This is an optimization exercise on Yosys and OpenROAD, whose aim is a short achievable clock period and few clock cycles per item, not a production implementation.
In this exercise RTL edits were held to simulation tests only and were not proved equivalent to the original.
Power figures rest on the tool's default switching activity, not on a simulated workload.

===== design/flow/design.v =====
package iir_df1_biquad_axis_pkg;
    localparam int unsigned acc_guard_bits = 3;
    typedef enum logic [1:0] {
        StIdle,
        StMul,
        StSum,
        StOut
    } state_e;
endpackage
import iir_df1_biquad_axis_pkg::*;
module iir_biquad_sat
#(
    parameter int unsigned acc_width    = 35,
    parameter int unsigned inout_width  = 16,
    parameter int unsigned scale_factor = 14
) (
    input  logic signed [acc_width-1:0]   acc,
    output logic signed [inout_width-1:0] y
);
    localparam logic signed [acc_width-1:0] max_v = (acc_width'(1) <<< (inout_width - 1)) - acc_width'(1);
    localparam logic signed [acc_width-1:0] min_v = -(acc_width'(1) <<< (inout_width - 1));
    logic signed [acc_width-1:0] shifted;
    always_comb begin
        shifted = acc >>> scale_factor;
        if (shifted > max_v) begin
            y = max_v[inout_width-1:0];
        end else if (shifted < min_v) begin
            y = min_v[inout_width-1:0];
        end else begin
            y = shifted[inout_width-1:0];
        end
    end
endmodule
import iir_df1_biquad_axis_pkg::*;
module iir_df1_biquad_axis
#(
    parameter int unsigned coeff_width  = 16,
    parameter int unsigned inout_width  = 16,
    parameter int unsigned scale_factor = 14,
    parameter int          a1_int_coeff = -31880,
    parameter int          a2_int_coeff = 15531,
    parameter int          bo_int_coeff = 167,
    parameter int          b1_int_coeff = -302,
    parameter int          b2_int_coeff = 167
) (
    input  logic                          clk,
    input  logic                          rst,
    input  logic                          s_axis_tvalid,
    input  logic signed [inout_width-1:0] s_axis_tdata,
    output logic                          m_axis_tready,
    output logic signed [inout_width-1:0] m_axis_tdata,
    output logic                          m_axis_tvalid
);
    localparam int unsigned prod_width = coeff_width + inout_width;
    localparam int unsigned acc_width  = coeff_width + inout_width + acc_guard_bits;
    localparam logic signed [coeff_width-1:0] b0_c = coeff_width'(bo_int_coeff);
    localparam logic signed [coeff_width-1:0] b1_c = coeff_width'(b1_int_coeff);
    localparam logic signed [coeff_width-1:0] b2_c = coeff_width'(b2_int_coeff);
    localparam logic signed [coeff_width-1:0] a1_c = coeff_width'(a1_int_coeff);
    localparam logic signed [coeff_width-1:0] a2_c = coeff_width'(a2_int_coeff);
    iir_df1_biquad_axis_pkg::state_e state_q;
    iir_df1_biquad_axis_pkg::state_e state_d;
    logic   accept;
    logic   valid_q;
    logic signed [inout_width-1:0] x0_q, x1_q, x2_q, y1_q, y2_q;
    logic signed [inout_width-1:0] y_sat;
    logic signed [prod_width-1:0]  prod0_d, prod1_d, prod2_d, prod3_d, prod4_d;
    logic signed [prod_width-1:0]  prod0_q, prod1_q, prod2_q, prod3_q, prod4_q;
    logic signed [acc_width-1:0]   sum_d;
    logic signed [acc_width-1:0]   sum_q;
    always_comb begin
        state_d       = state_q;
        m_axis_tready = 1'b0;
        accept        = 1'b0;
        unique case (state_q)
            StIdle: begin
                m_axis_tready = 1'b1;
                accept        = s_axis_tvalid;
                if (s_axis_tvalid) begin
                    state_d = StMul;
                end
            end
            StMul:   state_d = StSum;
            StSum:   state_d = StOut;
            StOut:   state_d = StIdle;
            default: state_d = StIdle;
        endcase
    end
    always_comb begin
        prod0_d = prod_width'(b0_c) * prod_width'(x0_q);
        prod1_d = prod_width'(b1_c) * prod_width'(x1_q);
        prod2_d = prod_width'(b2_c) * prod_width'(x2_q);
        prod3_d = prod_width'(a1_c) * prod_width'(y1_q);
        prod4_d = prod_width'(a2_c) * prod_width'(y2_q);
        sum_d   = acc_width'(prod0_q) + acc_width'(prod1_q) + acc_width'(prod2_q)
                - acc_width'(prod3_q) - acc_width'(prod4_q);
    end
    iir_biquad_sat #(
        .acc_width    (acc_width),
        .inout_width  (inout_width),
        .scale_factor (scale_factor)
    ) u_sat (
        .acc (sum_q),
        .y   (y_sat)
    );
    always_ff @(posedge clk) begin
        if (rst) begin
            state_q <= StIdle;
            valid_q <= 1'b0;
            x0_q    <= '0;
            x1_q    <= '0;
            x2_q    <= '0;
            y1_q    <= '0;
            y2_q    <= '0;
            prod0_q <= '0;
            prod1_q <= '0;
            prod2_q <= '0;
            prod3_q <= '0;
            prod4_q <= '0;
            sum_q   <= '0;
        end else begin
            state_q <= state_d;
            valid_q <= (state_q == StOut);
            if (accept) begin
                x0_q <= s_axis_tdata;
            end
            if (state_q == StMul) begin
                prod0_q <= prod0_d;
                prod1_q <= prod1_d;
                prod2_q <= prod2_d;
                prod3_q <= prod3_d;
                prod4_q <= prod4_d;
            end
            if (state_q == StSum) begin
                sum_q <= sum_d;
            end
            if (state_q == StOut) begin
                x2_q <= x1_q;
                x1_q <= x0_q;
                y2_q <= y1_q;
                y1_q <= y_sat;
            end
        end
    end
    assign m_axis_tdata  = y1_q;
    assign m_axis_tvalid = valid_q;
endmodule

===== design/flow/run.sh =====
#!/bin/bash
# synth_recipe.tcl (not shown) runs the flow's synth.tcl, then flattens the netlist and writes it again
# the make line also repeats each setting of config.mk as NAME=value (left out here)
make -C /OpenROAD-flow-scripts/flow DESIGN_CONFIG=/design/flow/config.mk WORK_HOME=/design/flow/orfs CLKGATE_MAP_FILE= SYNTH_SCRIPT=/design/flow/synth_recipe.tcl finish

===== design/flow/config.mk =====
export PLATFORM = sky130hd
export DESIGN_NAME = iir_df1_biquad_axis
export DESIGN_NICKNAME = iir_df1_biquad_axis
export VERILOG_FILES = /design/flow/design.v
export SDC_FILE = /design/flow/constraint.sdc
export NUM_CORES = 4
export LEC_CHECK = 0
export CAP_MARGIN = 20
export CORE_MARGIN = 2
export CORE_UTILIZATION = 40
export SLEW_MARGIN = 20

===== design/flow/constraint.sdc =====
create_clock -name core_clock -period 7.0 [get_ports {clk}]
set_input_delay 1.4000 -clock core_clock [delete_from_list [all_inputs] [get_ports {clk}]]
set_output_delay 1.4000 -clock core_clock [all_outputs]
set_load 0.01 [all_outputs]

==> run summary <==
report_power, final:
group | total, W | switching (W) | internal, W
Clock | 0.00149 | 0.000661 | 0.000826
Combinational | 0.00864 | 0.00490 | 0.00374
Sequential | 0.00185 | 0.000275 | 0.00158
cells by family (layout without fill, tap and decap cells):
family | Yosys count | in the layout | share of synthesized area
compound gates | 416 | 416 | 0.0988
xor+xnor | 142 | 142 | 0.0434
fa+ha+maj | 888 | 888 | 0.491
buf+inv | 591 | 625 | 0.0775
flops | 238 | 238 | 0.166
mux | 150 | 150 | 0.0524
simple gates | 458 | 458 | 0.0712
layer usage:
| metal | share of wire | GRT usage |
|---|---|---|
| met1 | 0.48 | 0.256 |
| met2 | 0.48 | 0.311 |
| met3 | 0.021 | 0.0134 |
| met4 | 0.020 | 0.0377 |
| met5 | 0 | 0 |
sequential cells by signal, indices dropped and copies added (netlist names):
register	flops
sum_q	20
valid_q	1
y1_q	16
y2_q	16
prod4_q	31
state_q	2
prod0_q	25
x1_q	16
prod1_q	25
x2_q	16
prod3_q	29
x0_q	16
prod2_q	25
path summary, 6_finish.rpt:
path                                from                       end  slack [ns]  cells past startpoint
hold reg to reg   sum_q[17]$_SDFFE_PP0P_    sum_q[17]$_SDFFE_PP0P_        0.47                      2
setup reg to reg   y1_q[12]$_SDFFE_PP0P_  prod3_q[30]$_SDFFE_PP0N_        0.95                     20
setup / recovery   y1_q[12]$_SDFFE_PP0P_  prod3_q[30]$_SDFFE_PP0N_        0.95                     20
hold / removal    sum_q[17]$_SDFFE_PP0P_    sum_q[17]$_SDFFE_PP0P_        0.47                      2
cells in the final DEF, fill, tap and decap left out, types with 5 or more instances in the layout:
cell | netlist | layout
inv_1 | 525 | 525
a22o_1 | 30 | 30
o21a_1 | 20 | 20
a31oi_1 | 10 | 10
a21o_1 | 53 | 53
clkbuf_16 | 0 | 29
o21ai_0 | 59 | 59
or3_1 | 8 | 8
clkinvlp_4 | 0 | 5
and3_1 | 10 | 10
xor2_1 | 43 | 43
nand4_1 | 14 | 14
o22ai_1 | 8 | 8
ha_1 | 494 | 492
or2_2 | 7 | 7
buf_4 | 1 | 13
dfxtp_1 | 238 | 238
o21bai_1 | 14 | 14
clkbuf_1 | 44 | 5
nor2_1 | 227 | 226
fa_1 | 394 | 394
clkdlybuf4s50_1 | 0 | 35
a21oi_1 | 126 | 126
xnor2_1 | 99 | 99
nor2b_1 | 12 | 11
a221oi_1 | 5 | 5
mux2i_1 | 150 | 150
nor3_1 | 36 | 36
nand2_1 | 87 | 87
nand2b_1 | 14 | 14
a211oi_1 | 31 | 31
and2_1 | 12 | 12
nand3_1 | 14 | 14
metrics by stage:
stage	hold WS, ns	power [W]	cells	worst slack, ns
floorplan	0.425	0.00856	2883	1.25
global placement	0.456	0.0105	3816	1.07
detailed placement	0.458	0.0106	3816	0.993
CTS	0.474	0.0121	3867	0.963
global route	0.495	0.0133	3867	0.610
finish	0.473	0.0120	3867	0.952
cell type report:
type	count	share of cell area
inverter	525	0.0635
tap	950	0.0383
clock inverter	15	0.00456
sequential	238	0.154
multi-input combinational	2054	0.700
timing repair buffer	49	0.0148
clock buffer	36	0.0249
worst min-delay path, stage by stage (launching register included):
cell and delay, ns:
dfxtp_1 0.34, nand2_1 0.05, o21ai_0 0.06
==> impl_metrics.toml <==
[status]
outcome = "finished clean"

[yosys]
synth_cells = 2883
synth.top_cell.area_share = 0.275
async_reset_ff_frac = 0
yosysUniqueCellTypes = 75
synthTopCellsByArea = "fa_1, ha_1, dfxtp_1"
yosys-top-cells-count = "inv_1, ha_1, fa_1"
synth-seq-cells = 238
netlist_area_um2 = 28700
ys_seq_area_frac = 0.166
synth_nets = 3790
synth.most_common_cell = "inv_1"
synth_ff_type = "dfxtp_1"
syn_avg_cell_area_um2 = 9.95
yosysTopAreaCell = "fa_1"
synth_edf_count = 0
yosys_warnings = 2

[finish]
fill_cells = 6846
fin_util = 0.435
syn2layout_area_growth_pct = 8.17
regArea_um2 = 4760
design_area_um2 = 31000
diodes = 0
drive_above_1_share = 0.0305
multi_input_area_um2 = 21700
fin_nets = 3804

[sta]
rsz0062_at_grt = "false"
worst_pin_slew_ns = 0.822
finalClockSkew_ns = 0.0209
maxSlewHeadroom = 0.452
finalCritPeriodShare = 0.864
finalCriticalPeriod_ns = 6.05
fmax_mhz = 165
finalMaxSlewViolations = 0
setup_viol = 0
tns_ns = 0
hold_viol_final = 0

[power_and_ir_drop]
leakagePower_nw = 15.9
vdd_drop_max_mv = 0.417
cellPowerDensity_nw_per_um2 = 386

[route]
vias = 19309
ant_nets = 0
dr.pass1.iters = 6
avgViaCountPerCell = 4.99
wl_per_cell_um = 16.7
drc_errors = 0
drt_wl_total_mm = 64.5
first_iter_violations = 1045

[place]
dp_hpwl_mm = 53.2
post_dp_cell_area_um2 = 30100
place_congestion = 0.868
port_buffers = 36

[clock_tree]
cts_buffers = 29
postCtsHoldBufs = 0
cts_tree = "built"
clockRootBuffer = "clkbuf_16"
postCtsSetupBuffers = 0
cts.clk_slew.worst_paths_ns = 0.07
clock-sinks = 238
worstSkewPairLatency_ns = 0.58
clock_path_buffers = 3
h-tree-depth = 1
cts_resized = 0

[floorplan]
ios = 37
die_h_um = 272
rows = 98
dieArea_um2 = 73800
core_um2 = 71200
initial_utilization = 0.402
dieWidth_um = 272

[critical_path]
worstPathArrival_ns = 6.51
slowest_stage = "dfxtp_1"
critPathTopFamily = "adder cells"
crit_type = "reg2reg"
cp.required_ns = 7.46
cp-start-kind = "flip-flop"
slowest_delay_ns = 0.57
path_common_cell = "fa_1"
worstPathCellList = "inv_1, fa_1, fa_1, inv_1, fa_1, inv_1, fa_1, inv_1, fa_1, ha_1, ha_1, and4_1, a211oi_1, o21ai_0, a211oi_1, o21bai_1, a21oi_1, o21ai_0, xor2_1, a22o_1"
cp_max_fo = 8
critPathBufInv = 4
end_kind = "flip-flop"

[grt]
overflow = 0
grt_max_degree = 91
grt.total_usage = 0.183
antenna_found_initial = 0
grt_pass1_vias = 20095
grt_pass1_wl_mm = 108

[min_path]
holdCritPathClass = "reg2reg"

[job]
drv_cap = 0
Testbench counts, summed over its fixed seeds: cycles 96,008, items 24,000.

[what the ideal ports hide]
How much do the figures lean on ideal ports? The routed layout below was timed once more, with nothing changed but the port constraints. Step 1 assumes that a clkbuf_16 drives the clock port and a buf_2 every other input. Step 2 adds t to the input delays and takes it off the output delays; t is the mean of the earliest and latest rising clock arrival at the registers after step 1. Input paths then give back, and output paths get back, about the clock's delay inside the block. a / b / c = ideal / step 1 / step 2; a / b = the first two.
t, ns: 0.629
setup slack, ns: 0.952 / 0.952 / 0.952
cell pins on the clock port's net: 1
After both steps setup and hold are still met in this run. The setup slack of this run moves by 0.000 ns with the drivers and by 0.000 ns with both steps.
